Context: an optimization exercise on an open-source flow, tuned for small area, a short achievable clock period and few clock cycles. The choices shown serve that exercise and are no tape-out recipe. Where RTL was checked, it was by simulation tests only, not by an equivalence proof against the original. Function not checked in runs 1 to 3: the RTL went through the layout flow alone. Power figures rest on the tool's default switching activity, not on a simulated workload.

<file path="design/flow/config.mk">
export PLATFORM = sky130hd
export DESIGN_NAME = word_length_histogram
export DESIGN_NICKNAME = word_length_histogram
export VERILOG_FILES = /design/flow/design.v
export SDC_FILE = /design/flow/constraint.sdc
export NUM_CORES = 4
export LEC_CHECK = 0
export CAP_MARGIN = 20
export CORE_MARGIN = 2
export CORE_UTILIZATION = 40
export SLEW_MARGIN = 20
</file>
<file path="design/flow/design.v">
package wlh_pkg;
  localparam int NUM_BINS    = 16;
  localparam int COUNT_WIDTH = 20;
  localparam int LEN_W       = 7;
  localparam int BAR_W       = 7;
  localparam int CHAR_W      = 8;
  localparam int BIN_AW      = (NUM_BINS > 1) ? $clog2(NUM_BINS) : 1;
  localparam int NUM_W       = COUNT_WIDTH + BAR_W;
  localparam int STEP_W      = $clog2(BAR_W);
  localparam logic [LEN_W-1:0]       LEN_MAX   = {LEN_W{1'b1}};
  localparam logic [COUNT_WIDTH-1:0] COUNT_MAX = {COUNT_WIDTH{1'b1}};
  localparam logic [CHAR_W-1:0] CHAR_SPACE   = 8'h20;
  localparam logic [CHAR_W-1:0] CHAR_TAB     = 8'h09;
  localparam logic [CHAR_W-1:0] CHAR_NEWLINE = 8'h0A;
  localparam logic ACT_TEXT   = 1'b0;
  localparam logic ACT_REPORT = 1'b1;
  typedef struct packed {
    logic              action;
    logic [CHAR_W-1:0] char_code;
  } in_item_t;
  typedef struct packed {
    logic [LEN_W-1:0]       word_length;
    logic [COUNT_WIDTH-1:0] word_count;
    logic [BAR_W-1:0]       bar_length;
    logic [COUNT_WIDTH-1:0] overflow_words;
    logic                   last_bin;
  } out_item_t;
endpackage
import wlh_pkg::*;
module word_length_histogram (
  input  logic                     clk,
  input  logic                     rst,
  input  logic                     start,
  input  wlh_pkg::in_item_t        cmd,
  output logic                     busy,
  input  logic                     cfg_wr_en,
  input  logic [wlh_pkg::BAR_W-1:0] cfg_wr_data,
  output logic                     result_strobe,
  output wlh_pkg::out_item_t       result
);
  localparam int SIDE_W = 3;
  function automatic logic [COUNT_WIDTH-1:0] sat_inc(input logic [COUNT_WIDTH-1:0] v);
    sat_inc = (v == COUNT_MAX) ? COUNT_MAX : v + COUNT_WIDTH'(1);
  endfunction
  logic accept, is_sep;
  logic a_char, a_sep, a_eot;
  assign accept = start && !busy;
  assign is_sep = (cmd.char_code == CHAR_SPACE) || (cmd.char_code == CHAR_TAB) ||
                  (cmd.char_code == CHAR_NEWLINE);
  always_ff @(posedge clk) begin
    if (rst) begin
      a_char <= 1'b0;
      a_sep  <= 1'b0;
      a_eot  <= 1'b0;
    end else begin
      a_char <= accept && cmd.action == ACT_TEXT && !is_sep;
      a_sep  <= accept && cmd.action == ACT_TEXT && is_sep;
      a_eot  <= accept && cmd.action == ACT_REPORT;
    end
  end
  logic [BAR_W-1:0]       max_bar_height;
  logic [4:0]             len;           
  logic [COUNT_WIDTH-1:0] ovf;
  logic [COUNT_WIDTH-1:0] peak_run;
  logic [COUNT_WIDTH-1:0] bin  [NUM_BINS];    
  logic [SIDE_W-1:0]      side [NUM_BINS];
  logic                   wr_pend;
  logic [BIN_AW-1:0]      wr_b;
  logic [COUNT_WIDTH-1:0] rd_data;
  logic                   pend;          
  logic                   rep_on;        
  logic                   clr;           
  logic [4:0]             ld_b;          
  logic                   mg;            
  logic                   mgc;           
  logic [4:0]             out_b;         
  logic                   dv_run;
  logic [2:0]             step;
  logic [COUNT_WIDTH-1:0] c;
  logic                   cz;
  logic                   first;
  logic [COUNT_WIDTH-1:0] r;
  logic [BAR_W-1:0]       q;
  logic [COUNT_WIDTH-1:0] peak_rep;
  logic [COUNT_WIDTH-1:0] ovf_rep;
  logic we_bin, we_ovf, side_cls, we_main, fwd;
  logic [COUNT_WIDTH-1:0] rmux;
  logic [SIDE_W-1:0]      side_sel;
  assign we_bin   = a_sep && (len != 5'd0) && (len != 5'd17);
  assign we_ovf   = a_sep && (len == 5'd17);
  assign side_cls = rep_on && (len >= ld_b);
  assign we_main  = we_bin && !side_cls;
  assign side_sel = side[out_b[3:0]];
  assign fwd      = mg && (len[3:0] == out_b[3:0]);
  logic [BIN_AW-1:0] raddr;
  logic              load;
  logic              start_rep;
  assign load      = rep_on && (clr || (!dv_run && !we_bin));
  assign raddr     = we_bin ? len[3:0] : ld_b[3:0];
  assign rmux      = bin[raddr];
  assign start_rep = pend && !rep_on && !dv_run && !mg;
  logic [COUNT_WIDTH-1:0] wdata;
  logic [COUNT_WIDTH-1:0] inc_val;
  assign inc_val = sat_inc(rd_data);
  assign wdata   = wr_pend ? inc_val : COUNT_WIDTH'(mgc ? '0 : side_sel);
  always_ff @(posedge clk) begin
    for (int b = 0; b < NUM_BINS; b++) begin
      if ((wr_pend && wr_b == BIN_AW'(b)) || (mg && out_b[3:0] == BIN_AW'(b))) begin
        bin[b] <= wdata;
      end
    end
  end
  always_ff @(posedge clk) begin
    for (int b = 0; b < NUM_BINS; b++) begin
      if (mg && out_b[3:0] == BIN_AW'(b)) begin
        side[b] <= '0;
      end else if (we_bin && side_cls && len[3:0] == BIN_AW'(b)) begin
        side[b] <= side[b] + SIDE_W'(1);
      end
    end
  end
  always_ff @(posedge clk) begin
    if (we_main) begin
      rd_data <= fwd ? COUNT_WIDTH'(side_sel) : rmux;
      wr_b    <= len[3:0];
    end
  end
  always_ff @(posedge clk) begin
    if (rst) begin
      max_bar_height <= BAR_W'(16);
    end else if (cfg_wr_en) begin
      max_bar_height <= cfg_wr_data;
    end
  end
  always_ff @(posedge clk) begin
    if (rst) begin
      len      <= '0;
      ovf      <= '0;
      wr_pend  <= 1'b0;
      peak_run <= '0;
    end else begin
      wr_pend <= we_main;
      if (a_char) begin
        if (len != 5'd17) len <= len + 5'd1;
      end else if (a_sep || a_eot) begin
        len <= '0;
      end
      if (start_rep) begin
        ovf <= '0;
      end else if (we_ovf) begin
        ovf <= sat_inc(ovf);
      end
      if (start_rep) begin
        peak_run <= '0;
      end else if (wr_pend) begin
        if (rd_data == peak_run) peak_run <= inc_val;
      end else if (mg && !mgc) begin
        if (COUNT_WIDTH'(side_sel) > peak_run) peak_run <= COUNT_WIDTH'(side_sel);
      end
    end
  end
  logic pend_n, rep_on_n, dv_run_n, mg_n, clr_n;
  always_comb begin
    pend_n   = (pend && !start_rep) || a_eot;
    rep_on_n = start_rep || (rep_on && !(load && ld_b == 5'd16));
    clr_n    = clr && !(load && ld_b == 5'd16);
    mg_n     = load;
    if (load && !clr) dv_run_n = 1'b1;
    else if (dv_run && step == 3'd0) dv_run_n = 1'b0;
    else dv_run_n = dv_run;
  end
  always_ff @(posedge clk) begin
    if (rst) begin
      pend          <= 1'b0;
      rep_on        <= 1'b1;
      clr           <= 1'b1;
      ld_b          <= 5'd1;
      mg            <= 1'b0;
      mgc           <= 1'b0;
      dv_run        <= 1'b0;
      busy          <= 1'b1;
      result_strobe <= 1'b0;
    end else begin
      pend          <= pend_n;
      rep_on        <= rep_on_n;
      clr           <= clr_n;
      mg            <= mg_n;
      mgc           <= load && clr;
      dv_run        <= dv_run_n;
      busy          <= clr_n || ((a_eot_n || pend_n) &&
                                 (rep_on_n || dv_run_n || mg_n || (a_eot_n && pend_n)));
      result_strobe <= dv_run && step == 3'd0;
      if (start_rep) begin
        ld_b <= 5'd1;
      end else if (load) begin
        ld_b <= ld_b + 5'd1;
      end
    end
  end
  logic a_eot_n;
  assign a_eot_n = accept && cmd.action == ACT_REPORT;
  logic                   hb;            
  logic                   ceq;           
  logic [COUNT_WIDTH+1:0] t0, t1, t2;
  logic [1:0]             d;
  logic [BAR_W-1:0]       qn;
  logic [COUNT_WIDTH-1:0] rn;
  logic [2:0]             step_n;
  always_comb begin
    t0 = {1'b0, r, 1'b0} + (hb ? (COUNT_WIDTH+2)'(c) : '0);
    t1 = {1'b0, r, 1'b0} + (hb ? (COUNT_WIDTH+2)'(c) : '0) - (COUNT_WIDTH+2)'(peak_rep);
    t2 = {1'b0, r, 1'b0} + (hb ? (COUNT_WIDTH+2)'(c) : '0) - (COUNT_WIDTH+2)'({peak_rep, 1'b0});
    if (!t2[COUNT_WIDTH+1]) begin
      d  = 2'd2;
      rn = t2[COUNT_WIDTH-1:0];
    end else if (!t1[COUNT_WIDTH+1]) begin
      d  = 2'd1;
      rn = t1[COUNT_WIDTH-1:0];
    end else begin
      d  = 2'd0;
      rn = t0[COUNT_WIDTH-1:0];
    end
    qn = {q[BAR_W-2:0], 1'b0} + BAR_W'(d);
    step_n = load ? 3'd5 : step - 3'd1;
  end
  always_ff @(posedge clk) begin
    if (start_rep) begin
      peak_rep <= peak_run;
      ovf_rep  <= ovf;
    end
    if (load || dv_run) begin
      hb <= max_bar_height[step_n];
    end
    if (load) begin
      c     <= rmux;
      r     <= max_bar_height[6] ? rmux : '0;
      q     <= '0;
      step  <= 3'd5;
      out_b <= ld_b;
      first <= 1'b1;
    end else if (dv_run) begin
      r     <= rn;
      step  <= step - 3'd1;
      first <= 1'b0;
      if (first) begin
        cz  <= (c == '0);
        ceq <= (c == peak_rep);
      end
      if (step != 3'd0) begin
        q <= qn;
      end else if (cz) begin
        q <= '0;
      end else if (ceq) begin
        q <= (max_bar_height == '0) ? BAR_W'(1) : max_bar_height;
      end else begin
        q <= (qn == '0) ? BAR_W'(1) : qn;
      end
    end
  end
  assign result.word_length    = LEN_W'(out_b);
  assign result.word_count     = c;
  assign result.bar_length     = q;
  assign result.overflow_words = ovf_rep;
  assign result.last_bin       = out_b[4];
endmodule
</file>
<file path="design/flow/run.sh">
#!/bin/bash
# synth_recipe.tcl (not shown) runs the flow's synth.tcl, then flattens the netlist and writes it again
# the make line also repeats each setting of config.mk as NAME=value (left out here)
make -C /OpenROAD-flow-scripts/flow DESIGN_CONFIG=/design/flow/config.mk WORK_HOME=/design/flow/orfs CLKGATE_MAP_FILE= SYNTH_SCRIPT=/design/flow/synth_recipe.tcl finish
</file>
<file path="design/flow/constraint.sdc">
create_clock -name core_clock -period 7.0 [get_ports {clk}]
set_input_delay 1.4000 -clock core_clock [delete_from_list [all_inputs] [get_ports {clk}]]
set_output_delay 1.4000 -clock core_clock [all_outputs]
set_load 0.01 [all_outputs]
</file>
==> impl_metrics.tcl, run 1 <==
set metrics [dict create \
    outcome "finished clean" \
    synthCells 2243 \
    slew_viol_final 0 \
    finClkSkew_ns 0.0841 \
    hold_violations 0 \
    critPathLaunchType "flip-flop" \
    r2r_end "q[3]" \
    antenna_found_initial 1 \
    rr_worst_depth 25 \
    htreeDepth 2 \
    grt_max_degree 45 \
    whs_ns 0.448 \
    synth_flop_cell "edfxtp_1" \
    rows 94 \
    area_growth_pct 15.9 \
    async_reset_ff_frac 0 \
    cp-end-kind "flip-flop" \
    nNetsFinal 2474 \
    clkLatencyLatePin_ns 0.66 \
    startpoint "hb" \
    num-fill-cells 5855 \
    grt.overflow.total 0 \
    ys_seq_area_frac 0.584 \
    setup_tns_ns 0 \
    p_per_area_mw_per_mm2 262 \
    ctsRootBufferMaster "clkbuf_16" \
    postCtsSetupBuffers 0 \
    maxCapViolations 0 \
    cts_hold_buf 0 \
    fmaxAchievable_mhz 165 \
    routedWlPerCell_microns 24.5 \
    start_util 0.405 \
    r2r_setup_slack_ns 0.94 \
    regArea_sq_mm 0.0155 \
    syn_area_per_cell_sq_um 11.9 \
    multiInputGateArea_sq_mm 0.0107 \
    design_area_sq_mm 0.0308 \
    finalWorstPathRequiredPeriod_ns 6.06 \
    ys_warn_count 3 \
    track_usage 0.233 \
    p_comb_frac 0.129 \
    drc 0 \
    p_int_w 0.00596 \
    crit_cells 25 \
    wirelength_mm 80.0 \
    placed_area_sq_mm 0.0288 \
    r2r_start "hb" \
    rsz0062_at_grt "false" \
    yosysTopAreaCell "edfxtp_1" \
    synth.area.top_cells "edfxtp_1 (49%), dfxtp_1 (9.6%), ha_1 (4.5%), xnor2_1 (3.2%), nor2_1 (2.6%)" \
    arrival_ns 6.56 \
    grt_pass1_wl_mm 120 \
    cp.required_ns 7.50 \
    io_buffers 74 \
    drive_above_1_share 0.0973 \
    worst_pin_slew_ns 1.11 \
    ys_seq_elements 560 \
    via_count 19400 \
    synth_edf_count 432 \
    ant_nets 0 \
    cts.repair.resized 0 \
    dp_hpwl_mm 53.2 \
    path_max_fanout 20 \
    grt_pass1_vias 18900 \
    clk_pin_slew_worst_paths_ns 0.06 \
    die_y_microns 262 \
    clock_power_share 0.405 \
    dpl_worst_slack_ns 1.01 \
    cts_made_buffers 59 \
    viasPerCell 5.94 \
    setup_violations 0 \
    swShare 0.261 \
    initialDrtViolationCount 2190 \
    p_sw_w 0.00210 \
    ys_types 88 \
    p_leak_nw 11.5 \
    hold_path.class "reg -> reg" \
    crit_top_cell "ha_1" \
    fin_crit_sh 0.866 \
    path_delay_family "compound AO/OA/AOI/OAI gates" \
    crit_end "q[3]" \
    worst_slack_ns 0.939 \
    routabilityCongestion 0.936 \
    die-area_sq_mm 0.0686 \
    crit_slowest_cell "edfxtp_1" \
    numClockSinks 560 \
    first_pass_iters 7 \
    synth_top_cell_area_share 0.488 \
    cts_tree "yes" \
    cts_buffer_depth 3 \
    die_width_microns 262 \
    ioPinCount 77 \
    syn_area_sq_mm 0.0266 \
    critPathBufInv 2 \
    final_util 0.469 \
    p_seq_frac 0.466 \
    vdd_drop_max_v 0.000224 \
    crit_path_max_incr_delay_ns 0.64 \
    core_region_area_sq_mm 0.0657 \
    antenna_cells 0 \
    slew-limit-headroom 0.262 \
    crit_type "reg -> reg" \
]
## metrics by stage
step	instances	power [W]
global route	3269	0.00833
global placement	3159	0.00484
detailed placement	3159	0.00485
finish	3269	0.00806
floorplan	2244	0.00441
CTS	3269	0.00811
## cell usage after synthesis, types with 20 or more instances
library cell  instances
o21ai_0              86
and3_1               21
nand3_1              94
a22oi_1              81
a21o_1               20
a221oi_1             23
and2_1               26
a222oi_1             29
o22ai_1              20
ha_1                 95
nor2_1              183
xor2_1               68
dfxtp_1             128
xnor2_1              96
inv_1                69
nor4_1               23
nor2b_1              34
a21oi_1             118
mux2i_1              57
nand2_1             133
clkbuf_1             66
edfxtp_1            432
nor3_1               29
nand4_1              30
## layer usage
layer / global-route usage / vias to the layer above / wire length (microns)
li1: - / 8809 / -
met1: 0.320 / 9679 / 34000
met2: 0.383 / 776 / 37700
met3: 0.0342 / 143 / 6260
met4: 0.0693 / 0 / 2010
met5: 0 / - / 0
## power groups by stage
stage | sequential, W | combinational, W | clock [W]
global route | 0.00376 | 0.00112 | 0.00344
global placement | 0.00382 | 0.00102 | 0
floorplan | 0.00379 | 0.000616 | 0
CTS | 0.00376 | 0.00103 | 0.00332
finish | 0.00375 | 0.00104 | 0.00326
detailed placement | 0.00383 | 0.00103 | 0
## registers in the layout, indices dropped and copies added (netlist names), 20 cells and up
signal    count
ovf          20
rd_data      20
peak_run     20
ovf_rep      20
c            20
r            20
peak_rep     20
side         48
bin         320
## cells by family (layout without fill, tap and decap cells)
group / Yosys count / after routing / share of synthesized area
DFF: 560 / 560 / 0.584
other: 1 / 2 / 0.000141
buffers and inverters: 155 / 316 / 0.0229
AOI/OAI and AO/OA: 540 / 540 / 0.142
xor gates and xnor gates: 164 / 164 / 0.0540
muxes: 71 / 71 / 0.0283
adders and majority gates: 98 / 98 / 0.0469
and+or+nand+nor: 654 / 654 / 0.122
## placed cells by master, fill, tap and decap left out, drive strengths merged, types with 8 or more instances in the layout
cell / Yosys / layout
o21a: 17 / 17
mux2i: 58 / 58
o22ai: 20 / 20
buf: 18 / 61
inv: 69 / 73
a222oi: 29 / 29
o22a: 11 / 11
and3: 22 / 22
bufinv: 0 / 9
nor3: 30 / 30
nor2: 183 / 183
a22o: 11 / 11
xnor2: 96 / 96
nand2b: 14 / 14
clkbuf: 66 / 69
o21ai: 92 / 92
o2111ai: 8 / 8
a221oi: 23 / 23
ha: 95 / 95
nor4: 23 / 23
mux2: 11 / 11
a211oi: 14 / 14
nand2: 133 / 133
nand4: 30 / 30
clkinv: 2 / 26
a21o: 21 / 21
nand3b: 11 / 11
a31oi: 13 / 13
a22oi: 82 / 82
xor2: 68 / 68
or2: 10 / 10
nor2b: 34 / 34
and2: 26 / 26
dfxtp: 128 / 128
or3: 13 / 13
a21oi: 118 / 118
clkdlybuf4s50: 0 / 74
edfxtp: 432 / 432
o31ai: 15 / 15
nand3: 94 / 94
## how the worst min path moves through the flow
| stage | start | endpoint | slack (ns) | cells past startpoint |
|---|---|---|---|---|
| 4_1_cts | first | first | 0.45 | 1 |
| 6_report | first | first | 0.45 | 1 |
| 3_3_place_gp | first | first | 0.43 | 1 |
| 3_5_place_dp | first | first | 0.44 | 1 |
| 5_1_grt | first | first | 0.48 | 1 |
| 2_1_floorplan | ld_b[2] | out_b[2] | 0.41 | 0 |
## final cells by class
| type | instances | area share |
|---|---|---|
| clock buffer | 69 | 0.0494 |
| clock inverter | 41 | 0.0165 |
| inverter | 71 | 0.00865 |
| multi-input combinational | 1529 | 0.347 |
| sequential | 560 | 0.504 |
| tap | 864 | 0.0351 |
| timing repair buffer | 135 | 0.0389 |
==> inputs of run 2 (changes only) <==
--- a/design/flow/config.mk
+++ b/design/flow/config.mk
@@ -8,4 +8,5 @@
 export CAP_MARGIN = 20
 export CORE_MARGIN = 2
 export CORE_UTILIZATION = 40
+export SETUP_SLACK_MARGIN = 4.2
 export SLEW_MARGIN = 20
==> run 2 against run 1 <==
Global-route usage grew 3.0 points. Fmax grew 23%. Non-clock buffer count up 280. Critical path type unchanged. Largest cell class unchanged.
==> impl_metrics.tcl, run 2 <==
set metrics [dict create \
    area_growth_pct 34.6 \
    synth_most_common_cell "edfxtp_1" \
    synthCells 2243 \
    rows 94 \
    p_per_area_mw_per_mm2 245 \
    initialDrtViolationCount 2331 \
    setup_violations 0 \
    hold_violations 0 \
    worst_pin_slew_ns 0.948 \
    antenna_cells 0 \
    drive_above_1_share 0.293 \
    fin_crit_sh 0.702 \
    path_max_fanout 8 \
    largest_reg_flops 320 \
    muxShareOfSynthArea 0.0283 \
    clock_power_share 0.372 \
    syn_area_per_cell_sq_um 11.9 \
    power_w 0.00876 \
    crit_path_max_incr_delay_ns 0.45 \
    final_common_cell "edfxtp_1" \
    p_leak_nw 13.6 \
    crit_slowest_cell "edfxtp_1" \
    regMostFlops "bin" \
    clkLatencyLatePin_ns 0.67 \
    final_util 0.545 \
    critPathLaunchType "flip-flop" \
    ctsRootBufferMaster "clkbuf_16" \
    viasPerCell 6.00 \
    fmaxAchievable_mhz 203 \
    die-area_sq_mm 0.0686 \
    synth_compound_area_frac 0.142 \
    synth_top_cell_area_share 0.488 \
    cp-end-kind "flip-flop" \
    p_int_w 0.00636 \
    ys_types 88 \
    clk_pin_slew_worst_paths_ns 0.06 \
    cts_buffer_depth 3 \
    finClkSkew_ns 0.0831 \
    die_width_microns 262 \
    routabilityCongestion 0.926 \
    crit_top_cell "buf_4" \
    syn_area_sq_mm 0.0266 \
    arrival_ns 5.25 \
    grt.overflow.total 0 \
    wirelength_mm 92.0 \
    htreeDepth 2 \
    dpl_worst_slack_ns 1.31 \
    rsz0062_at_grt "true" \
    num-fill-cells 5308 \
    synth_flop_cell "edfxtp_1" \
    start_util 0.405 \
    first_pass_iters 7 \
    ant_nets 0 \
    core_region_area_sq_mm 0.0657 \
    io_buffers 74 \
    synth_xor_area_frac 0.0540 \
    p_seq_frac 0.427 \
    vdd_drop_max_v 0.000199 \
    via_count 21300 \
    synth_top_family_by_area "compound AO/OA/AOI/OAI gates" \
    ys_warn_count 3 \
    finalWorstPathRequiredPeriod_ns 4.92 \
    cts_made_buffers 59 \
    maxCapViolations 0 \
    synthTopCellsByCount "edfxtp_1 (432), nor2_1 (183), nand2_1 (133)" \
    yosysTopAreaCell "edfxtp_1" \
    grt_max_degree 45 \
    synth_edf_count 432 \
    cp.required_ns 7.33 \
    grt_pass1_wl_mm 133 \
    hold_path.class "reg -> reg" \
    outcome "finished clean" \
    crit_type "reg -> reg" \
    stdcell_count 3554 \
    drc 0 \
    critPathBufInv 13 \
    yosys.area_share.adder 0.0469 \
    track_usage 0.262 \
    dp_cells 3157 \
    ys_seq_area_frac 0.584 \
    numClockSinks 560 \
    die_y_microns 262 \
    ys_seq_elements 560 \
    cts_tree "yes" \
    routedWlPerCell_microns 25.9 \
    p_comb_frac 0.202 \
    async_reset_ff_frac 0 \
    nNetsFinal 2757 \
    swShare 0.273 \
    largestRegisters "bin: 320 flops, side: 48 flops" \
    layout_common_cells "edfxtp_1 (432), buf_4 (198), nor2_1 (172)" \
    p_sw_w 0.00239 \
    path_delay_family "buffers and inverters" \
    slew-limit-headroom 0.367 \
    worst_slack_ns 2.08 \
    antenna_found_initial 3 \
    dp_hpwl_mm 53.5 \
    grt_pass1_vias 20600 \
    synthSimpleGateAreaFrac 0.122 \
    setup_tns_ns 0 \
    synth.area.top_cells "edfxtp_1 (49%), dfxtp_1 (9.6%), ha_1 (4.5%), xnor2_1 (3.2%), nor2_1 (2.6%)" \
    ioPinCount 77 \
    slew_viol_final 0 \
]
-- run 2: cell counts after synthesis --
No cell type changed its count.
-- run 2: area by class of cell --
cell class | count | area (sq um) | share of cell area
clock buffers | 69 | 1540 | 0.0429
inverters | 71 | 280 | 0.00783
repair buffers | 415 | 4320 | 0.121
well taps | 864 | 1080 | 0.0302
multi-input cells | 1532 | 12500 | 0.350
flip-flops and latches | 560 | 15600 | 0.435
clock inverters | 43 | 503 | 0.0140
-- run 2: per-layer routing --
metal  wire length (microns)  GRT usage
met4                    3660     0.0898
met1                   37000      0.354
met3                    8270     0.0413
met5                      11          0
met2                   43100      0.431
-- run 2: kinds of logic after synthesis --
kind of cell | count (synthesis)
DFF | 560
buffers and inverters | 155
AOI/OAI and AO/OA | 540
other | 1
xor gates and xnor gates | 164
adders and majority gates | 98
muxes | 71
and+or+nand+nor | 654
-- run 2: repair_timing --
item,in CTS,in global routing
gates cloned,16,3
hold buffers,0,0
endpoints found under the setup margin,540,393
setup buffers,191,75
gates resized for setup,437,179
pin swaps,85,128
-- run 2: worst paths after layout --
path	slack, ns	cells after the start	from	end
worst min-delay path	0.45	1	first	first
worst max-delay path	2.08	28	hb	r[8]
worst min register to register	0.45	1	first	first
worst max register to register	2.08	28	hb	r[8]
-- run 2: power groups by stage --
stage          registers (W)  logic (W)  clock network [W]
2_1_floorplan        0.00379   0.000659                  0
3_3_place_gp         0.00383    0.00106                  0
3_5_place_dp         0.00383    0.00107                  0
4_1_cts              0.00373    0.00157            0.00330
5_1_grt              0.00374    0.00184            0.00343
6_report             0.00374    0.00177            0.00326
-- run 2: through the flow --
step | hold slack [ns] | cell area, sq um
floorplan | 0.406 | 27100
global placement | 0.435 | 29100
CTS | 0.457 | 34400
detailed placement | 0.442 | 29100
global route | 0.485 | 35800
finish | 0.454 | 35800
==> inputs of run 3 (changes only) <==
--- a/design/flow/config.mk
+++ b/design/flow/config.mk
@@ -5,6 +5,7 @@
 export SDC_FILE = /design/flow/constraint.sdc
 export NUM_CORES = 4
 export LEC_CHECK = 0
+export ABC_CLOCK_PERIOD_IN_PS = 2800
 export CAP_MARGIN = 20
 export CORE_MARGIN = 2
 export CORE_UTILIZATION = 40
==> run 3 against run 2 <==
Area after synthesis is the same. Clock skew is the same. First-iteration DRC count is the same. Clock-buffer cell count is the same. Die area is the same. Fmax is the same. Critical path depth is the same. Design area is the same. Wire length is the same.
==> impl_metrics.tcl, run 3 <==
set metrics [dict create \
    outcome "finished clean" \
    grt_pass1_wl_mm 133 \
    initialDrtViolationCount 2331 \
    nNetsFinal 2757 \
    synth_most_common_cell "edfxtp_1" \
    num-fill-cells 5308 \
    ctsRootBufferMaster "clkbuf_16" \
    track_usage 0.262 \
    synth.area.top_cells "edfxtp_1 (49%), dfxtp_1 (9.6%), ha_1 (4.5%), xnor2_1 (3.2%), nor2_1 (2.6%)" \
    synth_flop_cell "edfxtp_1" \
    setup_violations 0 \
    drive_above_1_share 0.293 \
    r2r_start "hb" \
    core_region_area_sq_mm 0.0657 \
    dpl_worst_slack_ns 1.31 \
    clkLatencyLatePin_ns 0.67 \
    design_area_sq_mm 0.0358 \
    slew-limit-headroom 0.367 \
    grt.overflow.total 0 \
    rows 94 \
    synthCells 2243 \
    cts_made_buffers 59 \
    ant_nets 0 \
    antenna_cells 0 \
    finClkSkew_ns 0.0831 \
    worst_slack_ns 2.08 \
    maxCapViolations 0 \
    crit_end "r[8]" \
    startpoint "hb" \
    placed_area_sq_mm 0.0291 \
    wirelength_mm 92.0 \
    via_count 21300 \
    vdd_drop_max_v 0.000199 \
    routedWlPerCell_microns 25.9 \
    wirelength_met1_mm 37.0 \
    io_buffers 74 \
    top_layer "met5" \
    die_width_microns 262 \
    grt_max_degree 45 \
    cp.required_ns 7.33 \
    synth_top_cell_area_share 0.488 \
    ys_warn_count 3 \
    antenna_found_initial 3 \
    rr_worst_depth 28 \
    critPathBufInv 13 \
    crit_top_cell "buf_4" \
    clk_pin_slew_worst_paths_ns 0.06 \
    ys_types 88 \
    drc 0 \
    synthTopCellsByCount "edfxtp_1 (432), nor2_1 (183), nand2_1 (133)" \
    syn_area_per_cell_sq_um 11.9 \
    start_util 0.405 \
    critPathLaunchType "flip-flop" \
    cts_hold_buf 0 \
    die-area_sq_mm 0.0686 \
    routabilityCongestion 0.926 \
    setup_tns_ns 0 \
    wl_met3_mm 8.27 \
    finalWorstPathRequiredPeriod_ns 4.92 \
    wl_met2_mm 43.1 \
    ioPinCount 77 \
    p_leak_nw 13.6 \
    largestRegisters "bin: 320 flops, side: 48 flops" \
    syn_area_sq_mm 0.0266 \
    ys_seq_elements 560 \
    arrival_ns 5.25 \
    cts_tree "yes" \
    largest_reg_flops 320 \
    crit_type "reg -> reg" \
    final_common_cell "edfxtp_1" \
    hold_path.class "reg -> reg" \
    crit_path_max_incr_delay_ns 0.45 \
    yosysTopAreaCell "edfxtp_1" \
    fmaxAchievable_mhz 203 \
    regMostFlops "bin" \
    path_max_fanout 8 \
    area_growth_pct 34.6 \
    htreeDepth 2 \
    hold_violations 0 \
    rsz0062_at_grt "true" \
    p_per_area_mw_per_mm2 245 \
    r2r_setup_slack_ns 2.08 \
    worst_pin_slew_ns 0.948 \
    ys_seq_area_frac 0.584 \
    first_pass_iters 7 \
    viasPerCell 6.00 \
    r2r_end "r[8]" \
    cts_buffer_depth 3 \
    slew_viol_final 0 \
    layout_common_cells "edfxtp_1 (432), buf_4 (198), nor2_1 (172)" \
    numClockSinks 560 \
    path_delay_family "buffers and inverters" \
    fin_crit_sh 0.702 \
    die_y_microns 262 \
    crit_cells 28 \
    cp-end-kind "flip-flop" \
    dp_hpwl_mm 53.5 \
    async_reset_ff_frac 0 \
    grt_pass1_vias 20600 \
    synth_edf_count 432 \
    crit_slowest_cell "edfxtp_1" \
]
-- run 3: cell counts in the layout (fill, tap and decap cells not counted) --
No cell type changed its count.
-- run 3: how the worst min path moves through the flow --
stage	startpoint	cells after the start	endpoint	slack (ns)
5_1_grt	peak_run[11]	0	peak_rep[11]	0.48
6_report	first	1	first	0.45
3_5_place_dp	first	1	first	0.44
3_3_place_gp	first	1	first	0.44
2_1_floorplan	ld_b[2]	0	out_b[2]	0.41
4_1_cts	first	1	first	0.46
-- run 3: power breakdown --
part	total, W	switching (W)	internal (W)
registers	0.00374	0.0000815	0.00366
clock network	0.00326	0.00137	0.00188
logic	0.00177	0.000938	0.000828
-- run 3: routing by layer --
layer  up-vias  global-route usage
met1     10700               0.354
met2      1075               0.431
li1       9396                   -
met3       207              0.0413
met5         -                   0
met4         2              0.0898
-- run 3: per-stage QoR --
stage	hold slack, ns	instances	power (W)	util
after floorplan	0.406	2244	0.00445	-
after global placement	0.435	3156	0.00490	0.443
after detailed placement	0.442	3157	0.00490	0.443
after CTS	0.457	3476	0.00859	0.523
after global routing	0.485	3554	0.00901	0.545
final	0.454	3554	0.00876	0.545
-- run 3: area by class of cell --
class,instances,area [sq um],share of cell area
Clock inverter,43,503,0.0140
Sequential cell,560,15600,0.435
Tap cell,864,1080,0.0302
Clock buffer,69,1540,0.0429
Multi-Input combinational cell,1532,12500,0.350
Inverter,71,280,0.00783
Timing Repair Buffer,415,4320,0.121
-- run 3: cells by family after synthesis --
group           after synthesis  share of synthesized area
simple gates                654                      0.122
buf+inv                     155                     0.0229
xor+xnor                    164                     0.0540
other cells                   1                   0.000141
compound gates              540                      0.142
mux                          71                     0.0283
fa+ha+maj                    98                     0.0469
flops                       560                      0.584
-- run 3: repair_timing --
action,CTS,global route
setup buffers,191,75
endpoints found under the hold margin,0,0
gates cloned,16,3
pin swaps,85,128
gates resized for setup,437,179
endpoints found under the setup margin,540,393
==> inputs of run 4 (changes only) <==
--- a/design/flow/design.v
+++ b/design/flow/design.v
@@ -78,7 +78,6 @@
   logic [2:0]             step;
   logic [COUNT_WIDTH-1:0] c;
   logic                   cz;
-  logic                   first;
   logic [COUNT_WIDTH-1:0] r;
   logic [BAR_W-1:0]       q;
   logic [COUNT_WIDTH-1:0] peak_rep;
@@ -95,8 +94,8 @@
   logic [BIN_AW-1:0] raddr;
   logic              load;
   logic              start_rep;
-  assign load      = rep_on && (clr || (!dv_run && !we_bin));
-  assign raddr     = we_bin ? len[3:0] : ld_b[3:0];
+  assign load      = rep_on && (clr || (!dv_run && !we_main));
+  assign raddr     = load ? ld_b[3:0] : len[3:0];
   assign rmux      = bin[raddr];
   assign start_rep = pend && !rep_on && !dv_run && !mg;
   logic [COUNT_WIDTH-1:0] wdata;
@@ -199,59 +198,47 @@
   end
   logic a_eot_n;
   assign a_eot_n = accept && cmd.action == ACT_REPORT;
-  logic                   hb;            
-  logic                   ceq;           
-  logic [COUNT_WIDTH+1:0] t0, t1, t2;
+  logic [COUNT_WIDTH+1:0] t, t1, t2;
+  logic                   hbit;
   logic [1:0]             d;
   logic [BAR_W-1:0]       qn;
   logic [COUNT_WIDTH-1:0] rn;
-  logic [2:0]             step_n;
   always_comb begin
-    t0 = {1'b0, r, 1'b0} + (hb ? (COUNT_WIDTH+2)'(c) : '0);
-    t1 = {1'b0, r, 1'b0} + (hb ? (COUNT_WIDTH+2)'(c) : '0) - (COUNT_WIDTH+2)'(peak_rep);
-    t2 = {1'b0, r, 1'b0} + (hb ? (COUNT_WIDTH+2)'(c) : '0) - (COUNT_WIDTH+2)'({peak_rep, 1'b0});
-    if (!t2[COUNT_WIDTH+1]) begin
+    hbit = max_bar_height[step];
+    t  = {1'b0, r, 1'b0} + (hbit ? (COUNT_WIDTH+2)'(c) : '0);
+    t1 = t - (COUNT_WIDTH+2)'(peak_rep);
+    t2 = t - (COUNT_WIDTH+2)'({peak_rep, 1'b0});
+    if (t >= (COUNT_WIDTH+2)'({peak_rep, 1'b0})) begin
       d  = 2'd2;
       rn = t2[COUNT_WIDTH-1:0];
-    end else if (!t1[COUNT_WIDTH+1]) begin
+    end else if (t >= (COUNT_WIDTH+2)'(peak_rep)) begin
       d  = 2'd1;
       rn = t1[COUNT_WIDTH-1:0];
     end else begin
       d  = 2'd0;
-      rn = t0[COUNT_WIDTH-1:0];
+      rn = t[COUNT_WIDTH-1:0];
     end
     qn = {q[BAR_W-2:0], 1'b0} + BAR_W'(d);
-    step_n = load ? 3'd5 : step - 3'd1;
   end
   always_ff @(posedge clk) begin
     if (start_rep) begin
       peak_rep <= peak_run;
       ovf_rep  <= ovf;
     end
-    if (load || dv_run) begin
-      hb <= max_bar_height[step_n];
-    end
     if (load) begin
       c     <= rmux;
-      r     <= max_bar_height[6] ? rmux : '0;
+      cz    <= (rmux == '0);
+      r     <= '0;
       q     <= '0;
-      step  <= 3'd5;
+      step  <= 3'd6;
       out_b <= ld_b;
-      first <= 1'b1;
     end else if (dv_run) begin
-      r     <= rn;
-      step  <= step - 3'd1;
-      first <= 1'b0;
-      if (first) begin
-        cz  <= (c == '0);
-        ceq <= (c == peak_rep);
-      end
+      r    <= rn;
+      step <= step - 3'd1;
       if (step != 3'd0) begin
         q <= qn;
       end else if (cz) begin
         q <= '0;
-      end else if (ceq) begin
-        q <= (max_bar_height == '0) ? BAR_W'(1) : max_bar_height;
       end else begin
         q <= (qn == '0) ? BAR_W'(1) : qn;
       end
--- a/design/flow/config.mk
+++ b/design/flow/config.mk
@@ -5,9 +5,7 @@
 export SDC_FILE = /design/flow/constraint.sdc
 export NUM_CORES = 4
 export LEC_CHECK = 0
-export ABC_CLOCK_PERIOD_IN_PS = 2800
 export CAP_MARGIN = 20
 export CORE_MARGIN = 2
 export CORE_UTILIZATION = 40
-export SETUP_SLACK_MARGIN = 4.2
 export SLEW_MARGIN = 20
==> run 4 against run 3 <==
Final cell count shrank 9.2%. Clock-buffer cell count grew 2. Sequential power shrank 1%. Setup slack lost 1.5 ns. Non-clock buffer count shrank 266. Area after synthesis shrank 2.8%. Utilization shrank 7.7 points.
==> impl_metrics.tcl, run 4 <==
set metrics [dict create \
    outcome "finished clean" \
    synth_top_cell_area_share 0.476 \
    largestRegisters "bin: 320 flops, side: 48 flops" \
    cp-end-kind "flip-flop" \
    antenna_cells 0 \
    design_area_sq_mm 0.0300 \
    path_max_fanout 35 \
    synth.area.top_cells "edfxtp_1 (48%), dfxtp_1 (11%), ha_1 (4.6%), nor2_1 (2.9%), xnor2_1 (2.9%)" \
    core_region_area_sq_mm 0.0641 \
    crit_slowest_cell "nor2_1" \
    grt_max_degree 49 \
    postCtsSetupBuffers 0 \
    area_growth_pct 16.1 \
    initialDrtViolationCount 1906 \
    crit_path_max_incr_delay_ns 0.55 \
    setup_violations 0 \
    ys_seq_area_frac 0.590 \
    num-fill-cells 5819 \
    regMostFlops "bin" \
    syn_area_per_cell_sq_um 11.7 \
    maxCapViolations 0 \
    dp_hpwl_mm 50.9 \
    synthTopCellsByCount "edfxtp_1 (410), nor2_1 (203), nand2_1 (153)" \
    p_per_area_mw_per_mm2 254 \
    syn_area_sq_mm 0.0258 \
    antenna_found_initial 0 \
    die_y_microns 258 \
    clkLatencyLatePin_ns 0.65 \
    cts_made_buffers 58 \
    cts_buffer_depth 3 \
    die-area_sq_mm 0.0667 \
    finalWorstPathRequiredPeriod_ns 6.47 \
    largest_reg_flops 320 \
    hold_violations 0 \
    routedWlPerCell_microns 23.5 \
    cp.required_ns 7.48 \
    grt_pass1_wl_mm 114 \
    p_comb_frac 0.115 \
    viasPerCell 5.83 \
    vdd_drop_max_v 0.000220 \
    cts_tree "yes" \
    yosysTopAreaCell "edfxtp_1" \
    synth_most_common_cell "edfxtp_1" \
    placed_area_sq_mm 0.0281 \
    ioPinCount 77 \
    ys_warn_count 3 \
    ys_types 87 \
    nNetsFinal 2441 \
    grt.overflow.total 0 \
    critPathLaunchType "flip-flop" \
    cts_hold_buf 0 \
    cts.repair.resized 0 \
    start_util 0.403 \
    track_usage 0.224 \
    rows 93 \
    via_count 18800 \
    routabilityCongestion 0.908 \
    layout_common_cells "edfxtp_1 (410), nor2_1 (202), nand2_1 (153)" \
    p_seq_frac 0.486 \
    slew-limit-headroom 0.267 \
    finClkSkew_ns 0.0681 \
    swShare 0.252 \
    p_leak_nw 10.5 \
    arrival_ns 6.95 \
    synth_flop_cell "edfxtp_1" \
    p_sw_w 0.00192 \
    clk_pin_slew_worst_paths_ns 0.06 \
    synthCells 2200 \
    slew_viol_final 0 \
    drc 0 \
    crit_type "reg -> reg" \
    first_pass_iters 8 \
    grt_pass1_vias 18500 \
    worst_pin_slew_ns 1.10 \
    p_int_w 0.00569 \
    setup_tns_ns 0 \
    ant_nets 0 \
    crit_chain "mux4_2, o21ai_2, nor2b_1, ha_1, fa_1, a211oi_1, nor2_1, o22ai_1, o31a_1, o21ai_0, a21oi_1, nor2b_1, o41ai_1, inv_1, ha_1, a21o_1, a21oi_1, o211ai_1, buf_4, buf_4, nor2_1, o221a_2, o211ai_1, o2111a_1" \
    io_buffers 74 \
    ctsRootBufferMaster "clkbuf_16" \
    clock_power_share 0.398 \
    ys_seq_elements 557 \
    final_util 0.468 \
    die_width_microns 258 \
    wirelength_mm 75.9 \
    numClockSinks 557 \
    fin_crit_sh 0.924 \
    htreeDepth 2 \
    synth_edf_count 410 \
    critPathBufInv 3 \
    rsz0062_at_grt "false" \
    async_reset_ff_frac 0 \
    path_delay_family "compound AO/OA/AOI/OAI gates" \
    drive_above_1_share 0.0932 \
    fmaxAchievable_mhz 155 \
    hold_path.class "reg -> reg" \
    final_common_cell "edfxtp_1" \
]
run 4: routing by layer:
| metal | GRT usage | wire length, microns | vias up | part of all wire |
|---|---|---|---|---|
| met3 | 0.0442 | 6520 | 154 | 0.086 |
| met2 | 0.359 | 34800 | 790 | 0.46 |
| li1 | - | - | 8612 | - |
| met5 | 0 | 0 | - | 0 |
| met1 | 0.302 | 31800 | 9259 | 0.42 |
| met4 | 0.0865 | 2710 | 0 | 0.036 |
run 4: power groups by stage:
stage / sequential [W] / combinational (W) / clock (W)
floorplan: 0.00375 / 0.000471 / 0
global placement: 0.00377 / 0.000857 / 0
detailed placement: 0.00377 / 0.000862 / 0
CTS: 0.00370 / 0.000866 / 0.00308
global route: 0.00371 / 0.000937 / 0.00321
finish: 0.00370 / 0.000877 / 0.00303
run 4: final timing paths:
check                              from     endpoint  slack, ns  cells past startpoint
worst max-delay path            step[0]        r[19]       0.53                     24
worst min-delay path            ovf[13]  ovf_rep[13]       0.48                      0
worst max register to register  step[0]        r[19]       0.53                     24
worst min register to register  ovf[13]  ovf_rep[13]       0.48                      0
run 4: layout make-up:
cell class              count  area (sq um)  area share
flip-flops and latches    557         15300       0.509
clock inverters            38           359      0.0120
multi-input cells        1481         10200       0.340
repair buffers            149          1320      0.0439
inverters                  76           285     0.00951
well taps                 855          1070      0.0357
clock buffers              71          1500      0.0500
run 4: metrics by stage:
stage / hold WS (ns) / total power [W] / instances / worst slack [ns]
floorplan: 0.430 / 0.00422 / 2201 / 0.603
global placement: 0.466 / 0.00462 / 3118 / 0.380
detailed placement: 0.476 / 0.00463 / 3118 / 0.311
CTS: 0.481 / 0.00765 / 3227 / 0.255
global route: 0.503 / 0.00786 / 3227 / 0.0569
finish: 0.482 / 0.00761 / 3227 / 0.533
run 4: kinds of logic after synthesis:
family          after synthesis  share of synthesized area
other cells                   1                   0.000145
fa+ha+maj                    98                     0.0483
mux                          53                     0.0218
simple gates                598                      0.109
buf+inv                     163                     0.0249
compound gates              590                      0.158
xor+xnor                    140                     0.0475
flops                       557                      0.590
Testbench counts of run 4, summed over its fixed seeds: cycles 37,689.

[what the ideal ports hide]
How much do the figures lean on ideal ports? The routed layouts below were timed once more, with nothing changed but the port constraints. Step 1 (the two cells are an assumption about what drives the block):
set clk [get_ports {clk}]
set_driving_cell -lib_cell sky130_fd_sc_hd__clkbuf_16 $clk
set_driving_cell -lib_cell sky130_fd_sc_hd__buf_2 [delete_from_list [all_inputs] $clk]
Step 2 times the ports against the registers' clock, not the clock port: input delays grow and output delays shrink by t, the midpoint of the rising clock arrivals with the driver on. Slacks: no drivers / after step 1 / after step 2; pairs: no drivers / after step 1.
run	t, ns	slack for setup (ns)	worst setup path after step 2	cell pins on the clock port's net
run 1	0.680	0.939 / 0.939 / 0.939	register to register	1
run 2	0.694	2.083 / 2.083 / 2.083	register to register	1
run 3	0.694	2.083 / 2.083 / 2.083	register to register	1
run 4	0.673	0.533 / 0.533 / 0.533	register to register	1
After both steps every run listed still meets setup and hold.
